Background: an optimization exercise with open tools, aiming at small area, a short achievable clock period and few clock cycles per item. Do not read the settings as production practice.
No functional check of the RTL was part of any run shown here.
Power is estimated from default activity; no workload was simulated.

==> flow/design.v, too long to show whole: its modules and the start of the top module <==
// module csa_fa: 9 lines
// module binary_neuron: 1004 lines
module binary_neuron (
    input  logic                    clk,
    input  logic                    reset,
    input  logic                    in_valid,
    output logic                    in_ready,
    input  logic [320:0]            in_req,
    output logic                    out_valid,
    input  logic                    out_ready,
    output logic [9:0]              out_sum
);
  // ...
==> flow/flow/run.sh <==
#!/bin/bash
# The standard layout (standard.sh: ORFS synthesis to final layout), with
# one change: the input and output ports are buffered with the smallest
# buffer, sky130_fd_sc_hd__buf_1, instead of the cell buffer_ports picks by
# default (clkdlybuf4s50_1).  Later repair steps may still resize them.
set -euo pipefail
export BUFFER_PORTS_ARGS="-buffer_cell sky130_fd_sc_hd__buf_1"
bash standard.sh > standard_flow.log 2>&1
==> flow/standard.sh <==
#!/bin/bash
# synth_recipe.tcl (not shown) runs the flow's synth.tcl, then flattens the netlist and writes it again
# the make line also repeats each setting of config.mk as NAME=value (left out here)
make -C /OpenROAD-flow-scripts/flow DESIGN_CONFIG=/design/flow/config.mk WORK_HOME=/design/flow/orfs CLKGATE_MAP_FILE= SYNTH_SCRIPT=/design/flow/synth_recipe.tcl "${@:-finish}"
==> flow/config.mk <==
export PLATFORM = sky130hd
export DESIGN_NAME = binary_neuron
export DESIGN_NICKNAME = binary_neuron
export VERILOG_FILES = /design/flow/design.v
export SDC_FILE = /design/flow/constraint.sdc
export NUM_CORES = 4
export LEC_CHECK = 0
export CAP_MARGIN = 20
export CORE_MARGIN = 2
export CORE_UTILIZATION = 40
export SETUP_SLACK_MARGIN = 3.6
export SLEW_MARGIN = 20
export SYNTH_HIERARCHICAL = 1
export SYNTH_MINIMUM_KEEP_SIZE = 0
==> flow/constraint.sdc <==
create_clock -name core_clock -period 6.0 [get_ports {clk}]
set_input_delay 1.2000 -clock core_clock [delete_from_list [all_inputs] [get_ports {clk}]]
set_output_delay 1.2000 -clock core_clock [all_outputs]
set_load 0.01 [all_outputs]
==> metrics.md, run 1 <==
| Metric | Value |
|---|---|
| Mapped Cells | `roughly 1,200` |
| Status | `complete, no violations` |
| GP Congestion | `between 0.8 and 0.9` |
| Syn Area/Cell | `~13 um^2` |
| Dpl cells | `a little over 2,000` |
| Vias in the first global route | `10,310` |
| Sink Count | `about 280` |
| Clk_skew | `18.03 ps` |
| Origin of the worst setup path | `r3_s489$_DFF_P_` |
| M1 GR Usage | `22.97%` |
| Max layer used | `met4` |
| Power Dens Cells | `roughly 530 nW/um^2` |
| Fraction of area in registers | `32.36%` |
| DR iter-0 viols | `around 320` |
| N_diodes | `1` |
| Top cell type's share of synthesized area | `approximately a third` |
| Crit path max-delay family | `adder cells` |
| Area of placed instances | `roughly 18,000 um^2` |
| Gr usage total | `a little under a fifth` |
| Metal1 wirelength | `roughly 15,000 um` |
| Via count | `around 9,400` |
| Leading cell type in the layout, fill and taps excluded | `buf_1` |
| R2r endpoint | `out_sum[9]$_DFFE_PN_` |
| Met2 GRT Util | `33.46%` |
| CTS tree | `built` |
| Initial core utilization | `about two fifths` |
| Cell with the most instances after synthesis | `fa_1` |
| Non-clk bufs | `approximately 340` |
| Final Worst Setup Slack | `roughly 3300 ps` |
| Rows | `71` |
| Buffering overhead | `just under 7%` |
| Registers with the most flip-flops | `q_data x40, out_sum x10` |
| Most flop-heavy register | `q_data` |
| Largest area contributor in the netlist | `fa_1` |
| Final worst path period need | `roughly 2700 ps` |
| Register area | `6168 um^2` |
| Htree depth | `1` |
==> inputs of run 2 (changes only) <==
--- a/flow/design.v
+++ b/flow/design.v
@@ -3,16 +3,24 @@
     input  logic a,
     input  logic b,
     input  logic c,
     output logic s,
     output logic co
 );
     assign {co, s} = {1'b0, a} + {1'b0, b} + {1'b0, c};
 endmodule
+module csa_ha (
+    input  logic a,
+    input  logic b,
+    output logic s,
+    output logic co
+);
+    assign {co, s} = {1'b0, a} + {1'b0, b};
+endmodule
 `timescale 1ns/10ps
 module binary_neuron (
     input  logic                    clk,
     input  logic                    reset,
     input  logic                    in_valid,
     output logic                    in_ready,
     input  logic [320:0]            in_req,
     output logic                    out_valid,
@@ -207,18 +215,18 @@
     wire q3_61 = ~(in_req[76] ^ (~in_req[3] & (in_req[73] | in_req[74] | in_req[75])));
     wire p1_62 = in_req[70] ^ (~in_req[2] & in_req[69]);
     wire p2_62 = in_req[71] ^ (~in_req[2] & (in_req[69] | in_req[70]));
     wire q3_62 = ~(in_req[72] ^ (~in_req[2] & (in_req[69] | in_req[70] | in_req[71])));
     wire p1_63 = in_req[66] ^ (~in_req[1] & in_req[65]);
     wire p2_63 = in_req[67] ^ (~in_req[1] & (in_req[65] | in_req[66]));
     wire q3_63 = ~(in_req[68] ^ (~in_req[1] & (in_req[65] | in_req[66] | in_req[67])));
     logic r1_s39, r1_s41, r1_s43, r1_s45, r1_s47, r1_s49, r1_s51, r1_s53, r1_s55, r1_s107, r1_c44, r1_c46, r1_c48, r1_c50, r1_c52, r1_c54, r1_c56, r1_s109, r1_s111, r1_s113, r1_s115, r1_s117, r1_s119, r1_s121, r1_s123, r1_s125, r1_s127, r1_s129, r1_s131, r1_s133, r1_s135, r1_s161, r1_s163, r1_s165, r1_s167, r1_s169, r1_s171, r1_s173, r1_s175, r1_s177, r1_s179, r1_s181, r1_s183, r1_s185, r1_s187, r1_s189, r1_s191, r1_s193, r1_s195, r1_s197, r1_s199, r1_s201, r1_c110, r1_c112, r1_c114, r1_c116, r1_c118, r1_c120, r1_c122, r1_c124, r1_c126, r1_c128, r1_c130, r1_c132, r1_c134, r1_c136, r1_s203, r1_s205, r1_s207, r1_s209, r1_s211, r1_s213, r1_s215, r1_s217, r1_q3_62, r1_q3_63, r1_c162, r1_c164, r1_c166, r1_c168, r1_c170, r1_c172, r1_c174, r1_c176, r1_c178, r1_c180, r1_c182, r1_c184, r1_c186, r1_c188, r1_c190, r1_c192, r1_c194, r1_c196, r1_c198, r1_c200, r1_c202, r1_s273, r1_s275, r1_s277, r1_s279, r1_s281, r1_s283, r1_s285, r1_s287, r1_s289, r1_s291, r1_s293, r1_s295, r1_s297, r1_s299, r1_s301, r1_s303, r1_s305, r1_s307, r1_s309, r1_s311, r1_s313, r1_c204, r1_c206, r1_c208, r1_c210, r1_c212, r1_c214, r1_c216, r1_c218, r1_c274, r1_c276, r1_c278, r1_c280, r1_c282, r1_c284, r1_c286, r1_c288, r1_c290, r1_c292, r1_c294, r1_c296, r1_c298, r1_c300, r1_c302, r1_c304, r1_c306, r1_c308, r1_c310, r1_c312, r1_c314;
-    logic r2_s257, r2_s259, r2_s261, r2_c158, r2_c160, r2_s263, r2_s265, r2_s367, r2_c262, r2_s369, r2_s371, r2_s373, r2_c264, r2_c266, r2_s375, r2_s377, r2_s379, r2_s421, r2_c370, r2_c372, r2_c374, r2_s423, r2_s425, r2_s427, r2_s429, r2_s431, r2_c376, r2_c378, r2_c380, r2_s433, r2_c428, r2_c430, r2_c432, r2_s459, r2_s461, r2_s463, r2_c434, r2_s465, r2_c458, r2_c460, r2_c462, r2_s483, r2_c464, r2_c466, r2_c484, r2_s63, r2_s157, r2_s159;
-    logic r3_s447, r3_c392, r3_s449, r3_c448, r3_s475, r3_c450, r3_s477, r3_s489, r3_c476, r3_s491, r3_c478, r3_c488, r3_s497, r3_c490, r3_c492, r3_c498, r3_s63, r3_s157, r3_s271, r3_s391, r3_s159;
+    logic r2_s265, r2_s267, r2_s269, r2_s379, r2_c268, r2_s381, r2_c270, r2_s383, r2_s385, r2_c376, r2_c378, r2_c380, r2_s433, r2_c382, r2_s435, r2_s437, r2_s439, r2_c384, r2_c386, r2_s459, r2_s461, r2_s463, r2_c434, r2_c436, r2_c438, r2_s465, r2_c440, r2_s467, r2_s483, r2_c464, r2_c466, r2_c468, r2_s485, r2_c484, r2_c486, r2_g506, r2_s63, r2_g505;
+    logic r3_s477, r3_c452, r3_s479, r3_c478, r3_s493, r3_c480, r3_c492, r3_s499, r3_c494, r3_s503, r3_g518, r3_c504, r3_s63, r3_g505, r3_g513, r3_g515, r3_g517;
     wire s1 = ~(in_req[317] ^ in_req[313]);
     wire c2 = in_req[317] | in_req[313];
     wire s3, c4;
     csa_fa u_s3 (.a(in_req[309]), .b(in_req[305]), .c(in_req[301]), .s(s3), .co(c4));
     wire s5, c6;
     csa_fa u_s5 (.a(in_req[297]), .b(in_req[293]), .c(in_req[289]), .s(s5), .co(c6));
     wire s7, c8;
     csa_fa u_s7 (.a(in_req[285]), .b(in_req[281]), .c(in_req[277]), .s(s7), .co(c8));
@@ -476,21 +484,21 @@
     csa_fa u_s259 (.a(s239), .b(s241), .c(s243), .s(s259), .co(c260));
     wire s261, c262;
     csa_fa u_s261 (.a(s245), .b(s247), .c(s249), .s(s261), .co(c262));
     wire s263, c264;
     csa_fa u_s263 (.a(c152), .b(c154), .c(c156), .s(s263), .co(c264));
     wire s265, c266;
     csa_fa u_s265 (.a(s251), .b(s253), .c(s255), .s(s265), .co(c266));
     wire s267, c268;
-    csa_fa u_s267 (.a(r2_s257), .b(r2_s259), .c(r2_s261), .s(s267), .co(c268));
+    csa_fa u_s267 (.a(s257), .b(s259), .c(s261), .s(s267), .co(c268));
     wire s269, c270;
-    csa_fa u_s269 (.a(r2_c158), .b(r2_c160), .c(r2_s263), .s(s269), .co(c270));
+    csa_fa u_s269 (.a(c158), .b(c160), .c(s263), .s(s269), .co(c270));
     wire s271, c272;
-    csa_fa u_s271 (.a(r2_s265), .b(s267), .c(s269), .s(s271), .co(c272));
+    csa_fa u_s271 (.a(r2_s265), .b(r2_s267), .c(r2_s269), .s(s271), .co(c272));
     wire s273 = ~(q3_0 ^ q3_1);
     wire c274 = q3_0 | q3_1;
     wire s275, c276;
     csa_fa u_s275 (.a(q3_2), .b(q3_3), .c(q3_4), .s(s275), .co(c276));
     wire s277, c278;
     csa_fa u_s277 (.a(q3_5), .b(q3_6), .c(q3_7), .s(s277), .co(c278));
     wire s279, c280;
     csa_fa u_s279 (.a(q3_8), .b(q3_9), .c(q3_10), .s(s279), .co(c280));
@@ -590,25 +598,25 @@
     csa_fa u_s373 (.a(s353), .b(s355), .c(s357), .s(s373), .co(c374));
     wire s375, c376;
     csa_fa u_s375 (.a(s359), .b(s361), .c(c252), .s(s375), .co(c376));
     wire s377, c378;
     csa_fa u_s377 (.a(c254), .b(c256), .c(s363), .s(s377), .co(c378));
     wire s379, c380;
     csa_fa u_s379 (.a(c258), .b(c260), .c(s365), .s(s379), .co(c380));
     wire s381, c382;
-    csa_fa u_s381 (.a(r2_s367), .b(r2_c262), .c(r2_s369), .s(s381), .co(c382));
+    csa_fa u_s381 (.a(s367), .b(c262), .c(s369), .s(s381), .co(c382));
     wire s383, c384;
-    csa_fa u_s383 (.a(r2_s371), .b(r2_s373), .c(r2_c264), .s(s383), .co(c384));
+    csa_fa u_s383 (.a(s371), .b(s373), .c(c264), .s(s383), .co(c384));
     wire s385, c386;
-    csa_fa u_s385 (.a(r2_c266), .b(r2_s375), .c(r2_s377), .s(s385), .co(c386));
+    csa_fa u_s385 (.a(c266), .b(s375), .c(s377), .s(s385), .co(c386));
     wire s387, c388;
-    csa_fa u_s387 (.a(r2_s379), .b(c268), .c(s381), .s(s387), .co(c388));
+    csa_fa u_s387 (.a(r2_s379), .b(r2_c268), .c(r2_s381), .s(s387), .co(c388));
     wire s389, c390;
-    csa_fa u_s389 (.a(c270), .b(s383), .c(s385), .s(s389), .co(c390));
+    csa_fa u_s389 (.a(r2_c270), .b(r2_s383), .c(r2_s385), .s(s389), .co(c390));
     wire s391, c392;
     csa_fa u_s391 (.a(s387), .b(c272), .c(s389), .s(s391), .co(c392));
     wire s393 = ~(r1_c274 ^ r1_c276);
     wire c394 = r1_c274 | r1_c276;
     wire s395, c396;
     csa_fa u_s395 (.a(r1_c278), .b(r1_c280), .c(r1_c282), .s(s395), .co(c396));
     wire s397, c398;
     csa_fa u_s397 (.a(r1_c284), .b(r1_c286), .c(r1_c288), .s(s397), .co(c398));
@@ -644,116 +652,139 @@
     csa_fa u_s427 (.a(s407), .b(s409), .c(c360), .s(s427), .co(c428));
     wire s429, c430;
     csa_fa u_s429 (.a(c362), .b(s411), .c(s413), .s(s429), .co(c430));
     wire s431, c432;
     csa_fa u_s431 (.a(s415), .b(s417), .c(s419), .s(s431), .co(c432));
     wire s433, c434;
     csa_fa u_s433 (.a(c364), .b(c366), .c(c368), .s(s433), .co(c434));
     wire s435, c436;
-    csa_fa u_s435 (.a(r2_s421), .b(r2_c370), .c(r2_c372), .s(s435), .co(c436));
+    csa_fa u_s435 (.a(s421), .b(c370), .c(c372), .s(s435), .co(c436));
     wire s437, c438;
-    csa_fa u_s437 (.a(r2_c374), .b(r2_s423), .c(r2_s425), .s(s437), .co(c438));
+    csa_fa u_s437 (.a(c374), .b(s423), .c(s425), .s(s437), .co(c438));
     wire s439, c440;
-    csa_fa u_s439 (.a(r2_s427), .b(r2_s429), .c(r2_s431), .s(s439), .co(c440));
+    csa_fa u_s439 (.a(s427), .b(s429), .c(s431), .s(s439), .co(c440));
     wire s441, c442;
     csa_fa u_s441 (.a(r2_c376), .b(r2_c378), .c(r2_c380), .s(s441), .co(c442));
     wire s443, c444;
-    csa_fa u_s443 (.a(r2_s433), .b(c382), .c(s435), .s(s443), .co(c444));
+    csa_fa u_s443 (.a(r2_s433), .b(r2_c382), .c(r2_s435), .s(s443), .co(c444));
     wire s445, c446;
-    csa_fa u_s445 (.a(s437), .b(s439), .c(c384), .s(s445), .co(c446));
+    csa_fa u_s445 (.a(r2_s437), .b(r2_s439), .c(r2_c384), .s(s445), .co(c446));
     wire s447, c448;
-    csa_fa u_s447 (.a(c386), .b(s441), .c(c388), .s(s447), .co(c448));
+    csa_fa u_s447 (.a(r2_c386), .b(s441), .c(c388), .s(s447), .co(c448));
     wire s449, c450;
     csa_fa u_s449 (.a(s443), .b(c390), .c(s445), .s(s449), .co(c450));
     wire s451, c452;
-    csa_fa u_s451 (.a(r3_s447), .b(r3_c392), .c(r3_s449), .s(s451), .co(c452));
+    csa_fa u_s451 (.a(s447), .b(c392), .c(s449), .s(s451), .co(c452));
     wire s453 = ~(c394 ^ c396);
     wire c454 = c394 | c396;
     wire s455, c456;
     csa_fa u_s455 (.a(c398), .b(c400), .c(c402), .s(s455), .co(c456));
     wire s457, c458;
     csa_fa u_s457 (.a(c404), .b(c406), .c(c408), .s(s457), .co(c458));
     wire s459, c460;
     csa_fa u_s459 (.a(c410), .b(c412), .c(c414), .s(s459), .co(c460));
     wire s461, c462;
     csa_fa u_s461 (.a(c416), .b(c418), .c(c420), .s(s461), .co(c462));
     wire s463, c464;
     csa_fa u_s463 (.a(s453), .b(s455), .c(c422), .s(s463), .co(c464));
     wire s465, c466;
     csa_fa u_s465 (.a(c424), .b(c426), .c(s457), .s(s465), .co(c466));
     wire s467, c468;
-    csa_fa u_s467 (.a(r2_c428), .b(r2_c430), .c(r2_c432), .s(s467), .co(c468));
+    csa_fa u_s467 (.a(c428), .b(c430), .c(c432), .s(s467), .co(c468));
     wire s469, c470;
     csa_fa u_s469 (.a(r2_s459), .b(r2_s461), .c(r2_s463), .s(s469), .co(c470));
     wire s471, c472;
-    csa_fa u_s471 (.a(r2_c434), .b(c436), .c(c438), .s(s471), .co(c472));
+    csa_fa u_s471 (.a(r2_c434), .b(r2_c436), .c(r2_c438), .s(s471), .co(c472));
     wire s473, c474;
-    csa_fa u_s473 (.a(r2_s465), .b(c440), .c(s467), .s(s473), .co(c474));
+    csa_fa u_s473 (.a(r2_s465), .b(r2_c440), .c(r2_s467), .s(s473), .co(c474));
     wire s475, c476;
     csa_fa u_s475 (.a(c442), .b(s469), .c(c444), .s(s475), .co(c476));
     wire s477, c478;
     csa_fa u_s477 (.a(s471), .b(s473), .c(c446), .s(s477), .co(c478));
     wire s479, c480;
-    csa_fa u_s479 (.a(r3_c448), .b(r3_s475), .c(r3_c450), .s(s479), .co(c480));
+    csa_fa u_s479 (.a(c448), .b(s475), .c(c450), .s(s479), .co(c480));
     wire s481, c482;
-    csa_fa u_s481 (.a(r3_s477), .b(c452), .c(s479), .s(s481), .co(c482));
+    csa_fa u_s481 (.a(r3_s477), .b(r3_c452), .c(r3_s479), .s(s481), .co(c482));
     wire s483 = ~(c454 ^ c456);
     wire c484 = c454 | c456;
     wire s485, c486;
-    csa_fa u_s485 (.a(r2_c458), .b(r2_c460), .c(r2_c462), .s(s485), .co(c486));
+    csa_fa u_s485 (.a(c458), .b(c460), .c(c462), .s(s485), .co(c486));
     wire s487, c488;
     csa_fa u_s487 (.a(r2_s483), .b(r2_c464), .c(r2_c466), .s(s487), .co(c488));
     wire s489, c490;
-    csa_fa u_s489 (.a(c468), .b(s485), .c(c470), .s(s489), .co(c490));
+    csa_fa u_s489 (.a(r2_c468), .b(r2_s485), .c(c470), .s(s489), .co(c490));
     wire s491, c492;
     csa_fa u_s491 (.a(c472), .b(s487), .c(c474), .s(s491), .co(c492));
     wire s493, c494;
-    csa_fa u_s493 (.a(r3_s489), .b(r3_c476), .c(r3_s491), .s(s493), .co(c494));
+    csa_fa u_s493 (.a(s489), .b(c476), .c(s491), .s(s493), .co(c494));
     wire s495, c496;
-    csa_fa u_s495 (.a(r3_c478), .b(s493), .c(c480), .s(s495), .co(c496));
-    wire s497 = ~(r2_c484 ^ c486);
-    wire c498 = r2_c484 | c486;
+    csa_fa u_s495 (.a(r3_c478), .b(r3_s493), .c(r3_c480), .s(s495), .co(c496));
+    wire s497 = ~(r2_c484 ^ r2_c486);
+    wire c498 = r2_c484 | r2_c486;
     wire s499, c500;
-    csa_fa u_s499 (.a(r3_c488), .b(r3_s497), .c(r3_c490), .s(s499), .co(c500));
+    csa_fa u_s499 (.a(c488), .b(s497), .c(c490), .s(s499), .co(c500));
     wire s501, c502;
-    csa_fa u_s501 (.a(r3_c492), .b(s499), .c(c494), .s(s501), .co(c502));
-    wire s503 = ~(r3_c498 ^ c500);
-    wire c504 = r3_c498 | c500;
-    wire [9:0] row_a = {c504, s503, s501, s495, s481, s451, r3_s391, r3_s271, r3_s157, r3_s63};
-    wire [9:0] row_b = {1'b0, c502, c496, c482, 1'b0, 1'b0, 1'b0, 1'b0, r3_s159, 1'b0};
-    wire [9:0] total = row_a + row_b;
-    logic [2:0] pending;         
-    logic [2:0] pending_next;
-    logic        accept, pop;
-    assign accept   = in_valid && in_ready;
-    assign pop      = out_valid && out_ready;
+    csa_fa u_s501 (.a(r3_c492), .b(r3_s499), .c(r3_c494), .s(s501), .co(c502));
+    wire s503 = ~(c498 ^ c500);
+    wire c504 = c498 | c500;
+    wire g505 = s157 ^ s159;
+    wire g506 = s157 & s159;
+    wire g507 = s495 ^ c482;
+    wire g508 = s495 & c482;
+    wire g509 = s501 ^ c496;
+    wire g510 = s501 & c496;
+    wire g511 = r3_s503 ^ c502;
+    wire g512 = r3_s503 & c502;
+    wire g513 = s271 ^ r2_g506;
+    wire g514 = s271 & r2_g506;
+    wire g515 = s391 ^ g514;
+    wire g516 = s391 & g514;
+    wire g517 = s451 ^ g516;
+    wire g518 = s451 & g516;
+    wire g519 = s481 ^ r3_g518;
+    wire g520 = s481 & r3_g518;
+    wire g521 = g507 ^ g520;
+    wire g522 = g508 | (g507 & g520);
+    wire g523 = g509 ^ g522;
+    wire g524 = g510 | (g509 & g508);
+    wire g525 = g509 & g507;
+    wire g526 = g524 | (g525 & g520);
+    wire g527 = g511 ^ g526;
+    wire g528 = g512 | (g511 & g510);
+    wire g529 = g511 & g509;
+    wire g530 = g528 | (g529 & g522);
+    wire g531 = r3_c504 ^ g530;
+    wire [9:0] total = {g531, g527, g523, g521, g519, r3_g517, r3_g515, r3_g513, r3_g505, r3_s63};
+    logic         accept, pop;
+    logic [4:0] pending, pending_next;
+    assign accept = in_valid && in_ready;
+    assign pop    = out_valid && out_ready;
     always_comb begin
-        pending_next = pending;
-        if (accept && !pop) begin
-            pending_next = pending + 1'b1;
-        end else if (pop && !accept) begin
-            pending_next = pending - 1'b1;
-        end
+        case ({accept, pop})
+            2'b10:   pending_next = {pending[3:0], 1'b1};
+            2'b01:   pending_next = {1'b0, pending[4:1]};
+            default: pending_next = pending;
+        endcase
     end
     always_ff @(posedge clk) begin
         if (reset) begin
             pending  <= '0;
             in_ready <= 1'b1;
         end else begin
             pending  <= pending_next;
-            in_ready <= (pending_next != 3'd5);
+            in_ready <= !pending_next[4];
         end
     end
     logic [3:1] stage_valid;
     always_ff @(posedge clk) begin
         if (reset) begin
             stage_valid <= '0;
         end else begin
-            stage_valid <= {stage_valid[3:1], accept};
+            stage_valid <= {stage_valid[2:1], accept};
         end
     end
     always_ff @(posedge clk) begin
         r1_s39 <= s39;
         r1_s41 <= s41;
         r1_s43 <= s43;
         r1_s45 <= s45;
         r1_s47 <= s47;
@@ -896,120 +927,117 @@
         r1_c304 <= c304;
         r1_c306 <= c306;
         r1_c308 <= c308;
         r1_c310 <= c310;
         r1_c312 <= c312;
         r1_c314 <= c314;
     end
     always_ff @(posedge clk) begin
-        r2_s257 <= s257;
-        r2_s259 <= s259;
-        r2_s261 <= s261;
-        r2_c158 <= c158;
-        r2_c160 <= c160;
-        r2_s263 <= s263;
         r2_s265 <= s265;
-        r2_s367 <= s367;
-        r2_c262 <= c262;
-        r2_s369 <= s369;
-        r2_s371 <= s371;
-        r2_s373 <= s373;
-        r2_c264 <= c264;
-        r2_c266 <= c266;
-        r2_s375 <= s375;
-        r2_s377 <= s377;
+        r2_s267 <= s267;
+        r2_s269 <= s269;
         r2_s379 <= s379;
-        r2_s421 <= s421;
-        r2_c370 <= c370;
-        r2_c372 <= c372;
-        r2_c374 <= c374;
-        r2_s423 <= s423;
-        r2_s425 <= s425;
-        r2_s427 <= s427;
-        r2_s429 <= s429;
-        r2_s431 <= s431;
+        r2_c268 <= c268;
+        r2_s381 <= s381;
+        r2_c270 <= c270;
+        r2_s383 <= s383;
+        r2_s385 <= s385;
         r2_c376 <= c376;
         r2_c378 <= c378;
         r2_c380 <= c380;
         r2_s433 <= s433;
-        r2_c428 <= c428;
-        r2_c430 <= c430;
-        r2_c432 <= c432;
+        r2_c382 <= c382;
+        r2_s435 <= s435;
+        r2_s437 <= s437;
+        r2_s439 <= s439;
+        r2_c384 <= c384;
+        r2_c386 <= c386;
         r2_s459 <= s459;
         r2_s461 <= s461;
         r2_s463 <= s463;
         r2_c434 <= c434;
+        r2_c436 <= c436;
+        r2_c438 <= c438;
         r2_s465 <= s465;
-        r2_c458 <= c458;
-        r2_c460 <= c460;
-        r2_c462 <= c462;
+        r2_c440 <= c440;
+        r2_s467 <= s467;
         r2_s483 <= s483;
         r2_c464 <= c464;
         r2_c466 <= c466;
+        r2_c468 <= c468;
+        r2_s485 <= s485;
         r2_c484 <= c484;
+        r2_c486 <= c486;
+        r2_g506 <= g506;
         r2_s63 <= s63;
-        r2_s157 <= s157;
-        r2_s159 <= s159;
+        r2_g505 <= g505;
     end
     always_ff @(posedge clk) begin
-        r3_s447 <= s447;
-        r3_c392 <= c392;
-        r3_s449 <= s449;
-        r3_c448 <= c448;
-        r3_s475 <= s475;
-        r3_c450 <= c450;
         r3_s477 <= s477;
-        r3_s489 <= s489;
-        r3_c476 <= c476;
-        r3_s491 <= s491;
+        r3_c452 <= c452;
+        r3_s479 <= s479;
         r3_c478 <= c478;
-        r3_c488 <= c488;
-        r3_s497 <= s497;
-        r3_c490 <= c490;
+        r3_s493 <= s493;
+        r3_c480 <= c480;
         r3_c492 <= c492;
-        r3_c498 <= c498;
+        r3_s499 <= s499;
+        r3_c494 <= c494;
+        r3_s503 <= s503;
+        r3_g518 <= g518;
+        r3_c504 <= c504;
         r3_s63 <= r2_s63;
-        r3_s157 <= r2_s157;
-        r3_s271 <= s271;
-        r3_s391 <= s391;
-        r3_s159 <= r2_s159;
-    end
-    logic [9:0]    q_data [0:3];
-    logic [1:0]  q_wr, q_rd;
-    logic [2:0]  q_count;
-    logic          q_empty;
-    logic          result;          
-    logic          head_load;       
-    logic          q_push, q_pull;
+        r3_g505 <= r2_g505;
+        r3_g513 <= g513;
+        r3_g515 <= g515;
+        r3_g517 <= g517;
+    end
+    logic [9:0]      q_data [0:3];
+    logic [3:0]    q_wr, q_rd, q_occ;
+    logic [9:0]      q_head;
+    logic            q_empty;
+    logic            result;        
+    logic            head_load;     
+    logic            q_push, q_pull;
     assign result    = stage_valid[3];
-    assign q_empty   = (q_count == '0);
+    assign q_empty   = !q_occ[0];
     assign head_load = !out_valid || out_ready;
     assign q_pull    = head_load && !q_empty;
     assign q_push    = result && !(head_load && q_empty);
     always_ff @(posedge clk) begin
         if (reset) begin
-            q_wr    <= '0;
-            q_rd    <= '0;
-            q_count <= '0;
+            q_wr  <= 4'd1;
+            q_rd  <= 4'd1;
+            q_occ <= '0;
         end else begin
-            if (q_push) q_wr <= (q_wr == 2'd3) ? '0 : q_wr + 1'b1;
-            if (q_pull) q_rd <= (q_rd == 2'd3) ? '0 : q_rd + 1'b1;
-            if (q_push && !q_pull) q_count <= q_count + 1'b1;
-            else if (q_pull && !q_push) q_count <= q_count - 1'b1;
+            if (q_push) q_wr <= {q_wr[2:0], q_wr[3]};
+            if (q_pull) q_rd <= {q_rd[2:0], q_rd[3]};
+            case ({q_push, q_pull})
+                2'b10:   q_occ <= {q_occ[2:0], 1'b1};
+                2'b01:   q_occ <= {1'b0, q_occ[3:1]};
+                default: ;
+            endcase
         end
     end
     always_ff @(posedge clk) begin
-        if (q_push) q_data[q_wr] <= total;
+        for (int i = 0; i < 4; i++) begin
+            if (q_push && q_wr[i]) q_data[i] <= total;
+        end
+    end
+    always_comb begin
+        q_head = '0;
+        for (int i = 0; i < 4; i++) begin
+            q_head = q_head | (q_data[i] & {10{q_rd[i]}});
+        end
     end
     always_ff @(posedge clk) begin
         if (reset) begin
             out_valid <= 1'b0;
         end else if (head_load) begin
             out_valid <= !q_empty || result;
         end
     end
     always_ff @(posedge clk) begin
         if (head_load) begin
-            out_sum <= q_empty ? total : q_data[q_rd];
+            out_sum <= q_empty ? total : q_head;
         end
     end
 endmodule
==> flow/config.mk (replaced) <==
export PLATFORM = sky130hd
export DESIGN_NAME = binary_neuron
export DESIGN_NICKNAME = binary_neuron
export VERILOG_FILES = /design/flow/design.v
export SDC_FILE = /design/flow/constraint.sdc
export NUM_CORES = 4
export LEC_CHECK = 0
export CAP_MARGIN = 20
export CORE_MARGIN = 2
export CORE_UTILIZATION = 40
export CTS_BUF_LIST = sky130_fd_sc_hd__clkbuf_8
export SLEW_MARGIN = 20
export SYNTH_HIERARCHICAL = 1
export SYNTH_MINIMUM_KEEP_SIZE = 0
==> run 2 against run 1 <==
Final area down 6.0%; area after synthesis decreased by 2.1%; hold slack about the same; clock power down 9%; flip-flop and latch count is 9 lower; first-iteration DRC count is 1.2% lower; synthesized cell count grew 1.2%; total power fell by 9.5%; register-to-register slack better by 110 ps; critical endpoint is now r2_s385$_DFF_P_; highest routed layer unchanged.
==> metrics.md, run 2 <==
| Metric | Value |
|---|---|
| Initial antenna violation count | `1 (was 0)` |
| Die width | `198.3 um (was 200.4 um)` |
| Clk_skew | `33.18 ps (was 18.03 ps)` |
| Max-Cap Viols | `0 (unchanged)` |
| Fillers | `3,402 (was 3,436)` |
| Ys async rst share | `0% (unchanged)` |
| Final hold violation count | `0 (unchanged)` |
| Cell with the most instances after synthesis | `fa_1 (unchanged)` |
| Largest area contributor in the netlist | `fa_1 (unchanged)` |
| Endpoint class of the critical path | `register (unchanged)` |
| Pin slew with the least headroom to its limit | `967.0 ps (was 709.0 ps)` |
| Initial core utilization | `40.38% (was 40.76%)` |
| IO Pins | `337 (unchanged)` |
| Drt drc | `0 (unchanged)` |
| Grt ovf | `0 (unchanged)` |
| Most flop-heavy register | `q_data (unchanged)` |
| Registers with the most flip-flops | `q_data x40, out_sum x10, pending x5 (was q_data x40, out_sum x10)` |
| CP cell instances | `fa_1, fa_1, fa_1, fa_1 (was fa_1, fa_1, ha_4, nand4_1, o2111ai_2, xnor2_2, mux2_2)` |
| Clock latency (worst-skew pair) | `570 ps (was 560 ps)` |
| Post-CTS Setup Inserts | `0 (was 5)` |
| Die height | `198.3 um (was 200.4 um)` |
| Synth-to-layout area growth | `18.68% (was 23.55%)` |
| Leading cell type in the layout, fill and taps excluded | `buf_1 (unchanged)` |
| Synth top cells by count | `fa_1, dfxtp_1, nor2_1 (unchanged)` |
| Worst setup SP type | `register (unchanged)` |
| Top FF cell, synth | `dfxtp_1 (unchanged)` |
| Number of enable flip-flop cells after synthesis | `50 (unchanged)` |
| N_diodes | `0 (was 1)` |
| Via count | `9,601 (was 9,433)` |
| DR pass1 iterations | `4 (unchanged)` |
| Rows | `71 (unchanged)` |
| Core box area | `37,400 um^2 (was 37,840 um^2)` |
| Max clock buf depth | `3 (unchanged)` |
| ANT nets after route | `0 (unchanged)` |
| Dominant cells by area after synthesis | `fa_1, dfxtp_1, edfxtp_1 (unchanged)` |
| Synth Register Bits | `274 (was 283)` |
| RSZ-0062 raised after global routing | `no (was yes)` |
| YS warnings | `8 (was 7)` |
| CTS tree | `built (unchanged)` |
| Gr usage total | `18.81% (was 18.25%)` |
| Rel. slew slack | `35.45% (was 52.48%)` |
| Power Dens Cells | `514.5 nW/um^2 (was 534.6 nW/um^2)` |
| Synth Net Count | `1,803 (was 1,791)` |
| Power Total | `9221 uW (was 10,190 uW)` |
| DP HPWL | `30,530 um (was 31,170 um)` |
| GP Congestion | `0.8489 (was 0.8368)` |
| Routed length per instance | `16.68 um (was 16.99 um)` |
| WL final | `35,590 um (was 35,740 um)` |
| Num CTS Buffers | `46 (was 29)` |
| Setup-failing EPs final | `0 (unchanged)` |
| Fin Setup TNS | `0 ps (unchanged)` |
| Mapped Cells | `1,214 (was 1,200)` |
| Most frequent cells in the layout | `buf_1, fa_1, dfxtp_1 (was buf_1, dfxtp_1, fa_1)` |
| Worst VDD drop | `0.3260 mV (was 0.3717 mV)` |
| Worst Path Required | `6430 ps (was 6300 ps)` |
| Share of cells above drive strength 1 | `4.562% (was 12.31%)` |
| DIE AREA | `39,320 um^2 (was 40,150 um^2)` |
| Fin crit share | `42.60% (was 44.47%)` |
| Kind of critical path | `register to register (unchanged)` |
| Vias in the first global route | `10,270 (was 10,310)` |
| Critical Path AT | `2980 ps (was 2970 ps)` |
| Via density | `4.501 (was 4.483)` |
| Htree depth | `2 (was 1)` |
| Slew Viols, Final | `0 (unchanged)` |
| Top cell type's share of synthesized area | `32.34% (was 31.67%)` |
| Slowest CP cell | `fa_1 (unchanged)` |
| Syn Area/Cell | `12.44 um^2 (was 12.86 um^2)` |
| Fin cells | `2,133 (was 2,104)` |
| CP Max Fanout | `1 (was 4)` |
| Post-synthesis sequential area ratio | `39.64% (was 39.97%)` |
| Final Worst Setup Slack | `3444 ps (was 3332 ps)` |
| Achievable Freq | `391.2 MHz (was 374.8 MHz)` |
| Status | `complete, no violations (unchanged)` |
| Clock slew at reported path FFs | `60 ps (about the same)` |
| Final worst path period need | `2556 ps (was 2668 ps)` |
| Global-route wire length before repair | `54,870 um (was 56,260 um)` |
| Most frequent cell on the critical path | `fa_1 (unchanged)` |
| Final net count | `2,176 (was 2,161)` |
| Synth unique cells | `31 (was 37)` |
| Dpl cells | `2,050 (was 2,043)` |
| Max FFs per register | `40 (unchanged)` |
| Post_cts resized | `0 (was 8)` |
| Root Buffer | `clkbuf_8 (was clkbuf_16)` |
| DR iter-0 viols | `319 (was 323)` |
| Sink Count | `274 (was 283)` |
| Hold Path Class | `register to register (unchanged)` |
| Worst slack, placed | `3042 ps (was 2840 ps)` |
| Hold Buf Count CTS | `0 (unchanged)` |
| Slowest Stage Delay on Critical Path | `660 ps (was 560 ps)` |
| Synth Cell Area | `15,100 um^2 (was 15,430 um^2)` |
| Largest net degree at the start of global routing | `28 (was 16)` |
| Leak | `0.006734 uW (was 0.007307 uW)` |
| # port buffers | `336 (unchanged)` |
run 2: cell count changes in the layout (fill, tap and decap cells not counted), sizes merged, moves of 9 or more:
| cell | before | now |
|---|---|---|
| dfxtp | 233 | 224 |
| nand2 | 27 | 13 |
| a22oi | 0 | 23 |
| inv | 35 | 53 |
| mux4 | 10 | 0 |
| nor2 | 201 | 218 |
| a21oi | 7 | 17 |
| clkbuf | 42 | 58 |
run 2: through the flow:
stage	instance area [um^2]	hold WS (ps)	util (%)
6_report	17920	326.9	47.92
5_1_grt	17920	330.3	47.92
4_1_cts	17920	327.5	47.92
3_5_place_dp	16960	312.1	45.34
3_3_place_gp	16960	312.4	45.34
2_1_floorplan	15100	309.6	-
run 2: final timing paths:
check	slack, ps	cells past startpoint	start	endpoint
worst max register to register	3440	4	r1_s287$_DFF_P_	r2_s385$_DFF_P_
worst min register to register	330	0	r2_s63$_DFF_P_	r3_s63$_DFF_P_
worst max-delay path	3440	4	r1_s287$_DFF_P_	r2_s385$_DFF_P_
worst min-delay path	330	0	r2_s63$_DFF_P_	r3_s63$_DFF_P_
run 2: cell families (layout without fill, tap and decap cells):
kind of cell | Yosys count | count (layout) | synth area share [%]
AND/OR/NAND/NOR | 375 | 375 | 11.21
flip-flops | 274 | 274 | 39.64
adder cells (fa/ha/maj) | 264 | 264 | 34.00
XOR/XNOR | 195 | 195 | 11.31
AO/OA/AOI/OAI | 54 | 54 | 2.436
buffers and inverters | 50 | 458 | 1.276
multiplexers | 2 | 2 | 0.1326
run 2: where the power goes:
group          switching (uW)  internal, uW
logic                    2420          2050
registers                 346          2720
clock network             725           958
run 2: layout make-up:
type	instances	area (um^2)	share of cell area [%]
clock inverters	25	166.4	0.9285
well taps	511	639.4	3.567
multi-input cells	890	8924	49.79
inverters	39	148.9	0.8307
clock buffers	58	798.3	4.454
repair buffers	336	1261	7.037
flip-flops and latches	274	5986	33.40
run 2: worst max-delay path: cells and delay by family, from the launching register on:
kind | cells | cell delay (ps)
adders and majority gates | 4 | 2120
DFF | 1 | 320
run 2: routing by layer:
metal / track usage [%] / wire length, um / share of wire (%) / up-vias
met4: 4.511 / 575 / 1.6 / 0
met5: 0 / 0 / 0 / -
met1: 23.72 / 14580 / 41 / 4665
met3: 2.844 / 1627 / 4.6 / 42
met2: 33.88 / 18810 / 53 / 273
li1: - / - / - / 4621
run 2: modules after synthesis, one instance, submodules excluded:
module,area (um^2),flip-flops and latches
csa_fa,20.02,0
binary_neuron,10240,274

static timing again, ports no longer ideal:
Ports are ideal in the flow. The routed layouts listed here were re-timed in OpenROAD. Step 1 sets driving cells, clkbuf_16 on the clock port and buf_2 on the other inputs (assumed; they add their load-dependent delay and slew). Step 2 also shifts input and output timing later by t, the mid clock arrival at the registers, as if the neighbouring blocks saw the same clock. Slacks: ideal / step 1 / step 2; pairs: ideal / step 1.
| run | t, ns | setup WS [ns] | hold WS [ns] | worst setup path at the end |
|---|---|---|---|---|
| run 1 | 0.595 | 3.332 / 3.332 / 3.039 | 0.327 / 0.327 / 0.327 | input to register |
| run 2 | 0.597 | 3.444 / 3.444 / 3.020 | 0.327 / 0.327 / 0.327 | input to register |
After both steps setup and hold are still met in every run listed. For run 2, which loses most, drivers alone change the setup slack by 0.000 ns; drivers and shift together by -0.424 ns.
